Background: an optimization exercise with open tools, aiming at small area and few clock cycles. Do not read the settings as production practice.
In this exercise RTL edits were held to simulation tests only and were not proved equivalent to the original.
Power is estimated from default activity; no workload was simulated.

--- design.v ---
package rgbb_pkg;
    localparam int MAX_DIM = 4096;
endpackage
module rgb565_to_bmp24_stream_top (
    input  logic        i_clk,
    input  logic        i_rst_n,
    input  logic        i_cfg_we,
    input  logic [0:0]  i_cfg_idx,
    input  logic [12:0] i_cfg_data,
    input  logic        i_pixel_valid,
    output logic        o_pixel_ready,
    input  logic [15:0] i_pixel,
    output logic        o_byte_valid,
    input  logic        i_byte_ready,
    output logic [7:0]  o_out_byte,
    output logic        o_last_of_item,
    output logic        o_end_of_file
);
    function automatic logic [11:0] inc12(input logic [11:0] a);
        logic c;
        logic [11:0] s;
        c = 1'b1;
        for (int i = 0; i < 12; i++) begin
            s[i] = a[i] ^ c;
            c    = a[i] & c;
        end
        inc12 = s;
    endfunction
    logic [12:0] r_w, r_h, cfg_cl;
    logic        cfg_zero;
    assign cfg_zero = (i_cfg_data == 13'd0);
    assign cfg_cl   = {i_cfg_data[12], i_cfg_data[11:1] & {11{!i_cfg_data[12]}},
                       (i_cfg_data[0] & !i_cfg_data[12]) | cfg_zero};
    always_ff @(posedge i_clk) begin
        if (!i_rst_n) begin
            r_w <= 13'd320;
            r_h <= 13'd180;
        end else if (i_cfg_we) begin
            if (i_cfg_idx == 1'b0) r_w <= cfg_cl;
            else                   r_h <= cfg_cl;
        end
    end
    logic        r_full;
    logic        r_first;
    logic [5:0]  r_pos;
    logic [15:0] r_px;
    logic [11:0] r_col, r_row;
    logic        row_end, file_end;
    logic [1:0]  pad;
    logic        last;
    logic        take, done, accept, hdr_new, hdr0;
    assign row_end  = &r_col;
    assign file_end = row_end && (&r_row);
    assign pad      = row_end ? r_w[1:0] : 2'd0;
    assign last     = r_pos[5] && r_pos[4] && r_pos[3] && (r_pos[2:0] == {1'b0, pad});
    logic [23:0] r_acc;
    logic [3:0]  r_mcnt;
    logic        r_aprev;
    logic [1:0]  r_mcar;
    logic        mdone, mrestart, mfile;
    logic        a_i, b_i, r_i, s1, c1;
    logic [1:0]  mcar_n;
    logic [12:0] msum;
    logic [3:0]  mcnt_inc;
    assign mdone = r_mcnt[3] & r_mcnt[2];
    always_comb begin
        case (r_mcnt)
            4'd0:    a_i = r_w[2];
            4'd1:    a_i = r_w[3];
            4'd2:    a_i = r_w[4];
            4'd3:    a_i = r_w[5];
            4'd4:    a_i = r_w[6];
            4'd5:    a_i = r_w[7];
            4'd6:    a_i = r_w[8];
            4'd7:    a_i = r_w[9];
            4'd8:    a_i = r_w[10];
            4'd9:    a_i = r_w[11];
            4'd10:   a_i = r_w[12];
            default: a_i = 1'b0;
        endcase
    end
    assign b_i = (r_mcnt[3:1] == 3'd0) && (r_mcnt[0] ? r_w[1] : r_w[0]);
    assign s1     = a_i ^ r_aprev ^ b_i;
    assign c1     = (a_i & r_aprev) | (b_i & (a_i ^ r_aprev));
    assign r_i    = s1 ^ r_mcar[0];
    assign mcar_n = {c1 & (s1 & r_mcar[0]) | r_mcar[1] & (c1 | (s1 & r_mcar[0])),
                     c1 ^ (s1 & r_mcar[0]) ^ r_mcar[1]};
    always_comb begin
        logic c;
        logic h;
        c = 1'b0;
        for (int i = 0; i < 12; i++) begin
            h       = r_i & r_h[i];
            msum[i] = r_acc[12+i] ^ h ^ c;
            c       = (r_acc[12+i] & h) | (c & (r_acc[12+i] ^ h));
        end
        msum[12] = c | (r_i & r_h[12]);
    end
    assign mcnt_inc = {r_mcnt[3] ^ (r_mcnt[2] & r_mcnt[1] & r_mcnt[0]),
                       r_mcnt[2] ^ (r_mcnt[1] & r_mcnt[0]),
                       r_mcnt[1] ^ r_mcnt[0], !r_mcnt[0]};
    logic hdr_acc;
    assign hdr_acc = !r_pos[4] && !r_pos[3] && (r_pos[2] ^ r_pos[1]) && (r_pos[5:4] != 2'b11);
    assign o_byte_valid  = r_full && !(hdr_acc && !mdone);
    assign take          = o_byte_valid && i_byte_ready;
    assign done          = take && last;
    assign o_pixel_ready = !r_full || done;
    assign accept        = i_pixel_valid && o_pixel_ready;
    assign hdr_new       = r_full ? file_end : r_first;
    assign hdr0          = take && (r_pos == 6'd0);
    assign mrestart = !i_rst_n || i_cfg_we || (take && (r_pos == 6'd5 || r_pos == 6'd37));
    assign mfile    = !i_rst_n || i_cfg_we || r_pos[5];
    always_ff @(posedge i_clk) begin
        if (mrestart) begin
            r_acc   <= {mfile ? 12'd13 : 12'd0, 12'd0};
            r_mcnt  <= 4'd0;
            r_aprev <= 1'b0;
            r_mcar  <= 2'd0;
        end else if (!mdone) begin
            r_acc   <= {msum, r_acc[11:1]};
            r_mcnt  <= mcnt_inc;
            r_aprev <= a_i;
            r_mcar  <= mcar_n;
        end
    end
    always_ff @(posedge i_clk) begin
        if (!i_rst_n) begin
            r_full  <= 1'b0;
            r_first <= 1'b1;
        end else begin
            if (done) r_first <= file_end;
            if (accept) r_full <= 1'b1;
            else if (done) r_full <= 1'b0;
        end
    end
    always_ff @(posedge i_clk) begin
        if (hdr0 || done) r_col <= inc12((row_end || !r_pos[5]) ? ~r_w[11:0] : r_col);
        if (hdr0 || (done && row_end)) r_row <= inc12(!r_pos[5] ? ~r_h[11:0] : r_row);
    end
    always_ff @(posedge i_clk) begin
        if (accept) begin
            r_px  <= i_pixel;
            r_pos <= hdr_new ? 6'd0 : 6'd54;
        end else if (take) begin
            r_pos <= r_pos + 6'd1;
        end
    end
    logic [4:0] ch5;
    logic [5:0] g;
    logic [2:0] fr5;
    logic [1:0] fr6;
    logic [7:0] pix_byte;
    assign ch5 = r_pos[1] ? r_px[4:0] : r_px[15:11];
    assign g   = r_px[10:5];
    always_comb begin
        case (ch5)
            5'd0, 5'd1, 5'd2, 5'd3, 5'd4:        fr5 = 3'd0;
            5'd5, 5'd6, 5'd7, 5'd8:              fr5 = 3'd1;
            5'd9, 5'd10, 5'd11, 5'd12, 5'd13:    fr5 = 3'd2;
            5'd14, 5'd15, 5'd16, 5'd17:          fr5 = 3'd3;
            5'd18, 5'd19, 5'd20, 5'd21, 5'd22:   fr5 = 3'd4;
            5'd23, 5'd24, 5'd25, 5'd26:          fr5 = 3'd5;
            5'd27, 5'd28, 5'd29, 5'd30:          fr5 = 3'd6;
            default:                             fr5 = 3'd7;
        endcase
    end
    always_comb begin
        if (g == 6'd63)                          fr6 = 2'd3;
        else if (g[5] && (g[4] || g[3] && (g[2] || g[1]))) fr6 = 2'd2;
        else if (g[5] || g[4] && (g[3] || g[2] && (g[1] || g[0]))) fr6 = 2'd1;
        else                                     fr6 = 2'd0;
    end
    assign pix_byte = (r_pos[1:0] == 2'b11) ? {g, fr6} : {ch5, fr5};
    logic [7:0] acc_byte;
    always_comb begin
        case (r_pos[1:0])
            2'd2:    acc_byte = {r_acc[5:0], !r_pos[5], 1'b0};
            2'd3:    acc_byte = r_acc[13:6];
            2'd0:    acc_byte = r_acc[21:14];
            default: acc_byte = {6'd0, r_acc[23:22]};
        endcase
    end
    always_comb begin
        case (r_pos)
            6'd0:  o_out_byte = 8'h42;
            6'd1:  o_out_byte = 8'h4D;
            6'd2, 6'd3, 6'd4, 6'd5, 6'd34, 6'd35, 6'd36, 6'd37: o_out_byte = acc_byte;
            6'd10: o_out_byte = 8'd54;
            6'd14: o_out_byte = 8'd40;
            6'd18: o_out_byte = r_w[7:0];
            6'd19: o_out_byte = {3'd0, r_w[12:8]};
            6'd22: o_out_byte = r_h[7:0];
            6'd23: o_out_byte = {3'd0, r_h[12:8]};
            6'd26: o_out_byte = 8'd1;
            6'd28: o_out_byte = 8'd24;
            6'd54, 6'd55, 6'd56: o_out_byte = pix_byte;
            default: o_out_byte = 8'd0;
        endcase
    end
    assign o_last_of_item = last;
    assign o_end_of_file  = last && file_end;
endmodule
--- run.sh ---
#!/bin/bash
# synth_recipe.tcl (not shown) runs the flow's synth.tcl, then flattens the netlist and writes it again
# the make line also repeats each setting of config.mk as NAME=value (left out here)
make -C /OpenROAD-flow-scripts/flow DESIGN_CONFIG=/design/flow/config.mk WORK_HOME=/design/flow/orfs CLKGATE_MAP_FILE= SYNTH_SCRIPT=/design/flow/synth_recipe.tcl finish
--- config.mk ---
export PLATFORM = sky130hd
export DESIGN_NAME = rgb565_to_bmp24_stream_top
export DESIGN_NICKNAME = rgb565_to_bmp24_stream_top
export VERILOG_FILES = /design/flow/design.v
export SDC_FILE = /design/flow/constraint.sdc
export NUM_CORES = 4
export LEC_CHECK = 0
export ABC_AREA = 1
export CAP_MARGIN = 20
export CORE_MARGIN = 2
export CORE_UTILIZATION = 40
export SLEW_MARGIN = 20
--- constraint.sdc ---
create_clock -name core_clock -period 12.0 [get_ports {i_clk}]
set_input_delay 2.4000 -clock core_clock [delete_from_list [all_inputs] [get_ports {i_clk}]]
set_output_delay 2.4000 -clock core_clock [all_outputs]
set_load 0.01 [all_outputs]
==> qor_table.md <==
| Metric | Reported | Unit |
|---|---|---|
| Wire length of the first global-routing pass | 25.2 | mm |
| Critical Setup Path Class | flop to flop | - |
| Clock Skews | 10.7 | ps |
| Detailed Routing Iterations Pass 1 | 5 | - |
| Post-CTS Hold Fix Bufs | 0 | - |
| Mapped Nets | 790 | - |
| TritonCTS clock tree | done | - |
| Vert. Die Dim | 126 | um |
| Critical Path Fanout Max | 13 | - |
| Number of vias per cell after detailed routing | 5.40 | - |
| Io pins | 47 | - |
| Worst IR drop on VDD | 74.6 | uV |
| Share of the synthesized area in compound gates (AO/OA/AOI/OAI) | 0.135 | - |
| Number of buffers added for setup after CTS | 0 | - |
| Crit path time final | 6900 | ps |
| Total instance count after detailed placement | 919 | - |
| Number of instances in the synthesized netlist | 710 | - |
| Dominant combinational cell family by area after synthesis | simple AND/OR/NAND/NOR gates | - |
| Reg2reg setup slack | 5100 | ps |
| TritonCTS sink count | 105 | - |
| Total wire length | 15.6 | mm |
| Std-Cell Rows | 44 | - |
| Chip width | 126 | um |
| Sum of negative setup slack | 0 | ps |
| Final critical-path share of the clock period | 0.575 | - |
| GP Congestion | 0.908 | - |
| Crit path required time | 12110 | ps |
| Status | complete, no violations | - |
| DP Area | 6540 | um2 |
| Max_cap viols | 0 | - |
| Cell area after synthesis | 5970 | um2 |
| CTS buffer count | 9 | - |
| Average wire length per cell after detail routing | 16.6 | um |
| Leakage | 2.80 | nW |
| Post-synthesis share of cell area spent on full adders, half adders and majority gates | 0.111 | - |
| Seq/Total Area, Yosys | 0.450 | - |
| Nature of the critical path endpoint | flop | - |
| Final Max Tran Viols | 0 | - |
| Arrival time of data at the critical path endpoint | 7010 | ps |
| Residual DRC count | 0 | - |
| Commonest cells after routing, fill and taps aside | nand2_1, inv_1, nor2_1, edfxtp_1, o21ai_0 | - |
| Fraction of the core area covered by cells at the end of the flow | 0.471 | - |
| Most frequent standard cell in the layout excluding fill and tap cells | nand2_1 | - |
| Syn Area/Cell | 8.40 | um2 |
| Iter 0 DRT Violations | 464 | - |
| Via count of the routed design | 5050 | - |
| Final std cells w/o fill | 935 | - |
| Vias in the first global route | 4887 | - |
| Number of instances resized during post-cts repair | 0 | - |
| CTS Buffer Depth | 2 | - |
| Fraction of synthesized cell area in xor and xnor cells | 0.00881 | - |
| Worst setup SP type | flop | - |
| Share of synthesized cell area in and, or, nand and nor gates | 0.206 | - |
| CTS Root Cell | clkbuf_16 | - |
| Number of nets in the finished design | 826 | - |
| Ratio of cells with drive above 1 in the final layout | 0.0426 | - |
| Finish-stage setup viols | 0 | - |
| Yosys reg bits | 105 | - |
| Setup repair after global routing missed its margin | no | - |
| Full die area | 15900 | um2 |
| Mux cell area share after synthesis | 0 | - |
| Cell seen most often among critical-path stages | fa_1 | - |
| Number of antenna violations at the first check in global routing | 0 | - |
| Largest stage delay on the critical path | 520 | ps |
| Top_reg_cell synth | edfxtp_1 | - |
| PnR Total Power | 0.000875 | W |
| Port buffer count | 46 | - |
| Number of enable-type register cells in the synthesized netlist | 58 | - |
| Total power density per cell area | 128 | nW/um2 |
| Number of warnings issued by yosys | 1 | - |
| Measured slew at the worst slew-check pin | 946 | ps |
| Gr ovfl total | 0 | - |
| Largest net degree at the start of global routing | 31 | - |
| Clock transition at path regs | 70 | ps |
| Min-Delay Path Class | flop to flop | - |
| Hold violation total from the final report | 0 | - |
| Number of distinct library cells after synthesis | 41 | - |
| Starting utilization of the core area | 0.410 | - |
| Source-to-sink clock delay at the later pin of the worst-skew pair | 360 | ps |
| Master of the slowest instance on the critical path | ha_1 | - |
| Global router's overall resource usage | 0.202 | - |
| Area added between synthesis and finish | 14.8 | % |
| Timing-limited maximum frequency | 0.145 | GHz |
| Diode count | 0 | - |
| Count of H-tree levels built during CTS | 3 | - |
| Share of synthesized flip-flops with an asynchronous set or reset | 0 | - |
| Count of antenna-violating nets left after detailed routing | 0 | - |
| Fill cells | 1434 | - |
| Half-perimeter wire length of the detailed placement result | 12.0 | mm |
| Final instance area | 6850 | um2 |
| Relative slew margins | 0.370 | - |
| CORE AREA | 14500 | um2 |
==> cell families (layout without fill, tap and decap cells) <==
group | after synthesis | after routing
and+or+nand+nor | 281 | 281
AOI/OAI and AO/OA | 142 | 142
buffers and inverters | 131 | 172
DFF | 105 | 105
adders and majority gates | 45 | 45
xor gates and xnor gates | 6 | 6
==> worst max-delay path: cells and delay by family (launching register included) <==
family | cells | cell delay, ps
fa+ha+maj | 15 | 4870
buf+inv | 7 | 510
compound gates | 2 | 360
simple gates | 4 | 440
flops | 1 | 470
==> metal layers <==
layer / GRT usage / vias to the layer above / part of all wire
met5: 0 / - / 0
met4: 0.0873 / 0 / 0.042
met3: 0.0497 / 43 / 0.058
met2: 0.321 / 165 / 0.45
met1: 0.263 / 2408 / 0.45
li1: - / 2434 / -
==> state kept, by name, summed over array words and instances (netlist names) <==
| signal | flops |
|---|---|
| r_acc | 24 |
| r_px | 16 |
| r_h | 13 |
| r_w | 13 |
| r_col | 12 |
| r_row | 12 |
| r_pos | 6 |
| r_mcnt | 4 |
| r_mcar | 2 |
| r_aprev | 1 |
| r_first | 1 |
| r_full | 1 |
==> cell type report <==
type                    count  area (um2)  area share
clock buffers              10         229      0.0334
flip-flops and latches    105        2680       0.392
clock inverters             6        77.6      0.0113
multi-input cells         474        2750       0.402
well taps                 184         230      0.0336
inverters                 109         409      0.0597
repair buffers             47         468      0.0683
==> final timing paths <==
path	cells past startpoint	endpoint	start
worst max-delay path	28	r_acc[22]$_SDFFCE_PP0P_	r_mcnt[0]$_SDFFE_PP0N_
worst min-delay path	2	r_acc[0]$_SDFFE_PP0N_	r_acc[1]$_SDFFE_PP0N_
worst max register to register	28	r_acc[22]$_SDFFCE_PP0P_	r_mcnt[0]$_SDFFE_PP0N_
worst min register to register	2	r_acc[0]$_SDFFE_PP0N_	r_acc[1]$_SDFFE_PP0N_
==> cells in the mapped netlist, types with 2 or more instances <==
cell         n  share of area
a21oi_1     49          0.041
xor2_1       5         0.0073
nand4_1     10          0.010
nor2_1      66          0.042
o21ai_1      3         0.0025
buf_4        2         0.0025
ha_1        32          0.067
o211ai_1     4         0.0050
dfxtp_1     47           0.16
clkbuf_1    14         0.0088
a211oi_1     4         0.0050
nand2_4      5         0.0094
inv_1      105          0.066
nand3_1     23          0.019
buf_1        2         0.0013
o221ai_1     5         0.0073
o2111ai_1    3         0.0044
nor2_4       2         0.0038
nor3_1      13          0.011
a31oi_1      2         0.0021
edfxtp_1    58           0.29
nand2_1    152          0.096
buf_6        3         0.0057
o22ai_1     12          0.013
nor4_1       5         0.0052
inv_2        3         0.0019
fa_1        13          0.044
a221oi_1     4         0.0059
o21ai_0     52          0.044
==> report_power, final <==
part | leakage [nW] | switching (W) | internal, W
combinational | 1.70 | 0.0000934 | 0.0000570
clock | 0.150 | 0.000141 | 0.000165
sequential | 0.948 | 0.0000208 | 0.000399
==> through the flow <==
stage	hold WS, ps	setup slack, ps
6_report	482	5100
5_1_grt	516	4610
4_1_cts	486	5150
3_5_place_dp	473	5170
3_3_place_gp	467	5430
2_1_floorplan	445	5730
Testbench counts, summed over its fixed seeds: cycles 21,164.

[afterwards: timing with drivers on the ports]
No port has a modelled driver above. Below, the same layout with a new extraction and two added sets of constraints.
Step 1, drivers: a clkbuf_16 drives i_clk and a buf_2 each remaining input, both assumed.
Step 2 adds t to the input delays and takes it off the output delays; t is the mean of the earliest and latest rising clock arrival at the registers after step 1. Input paths then give back, and output paths get back, about the clock's delay inside the block.
Slacks: ideal ports / drivers / drivers and shift; pairs: ideal ports / drivers.
t (ns): 0.401
setup slack, ns: 5.096 / 5.096 / 5.096
worst slew at a driven data input, ns: 0.04
pins driven straight from the clock port: 1
After both steps this run still meets setup and hold. For this run, drivers alone change the setup slack by 0.000 ns; drivers and shift together by 0.000 ns.
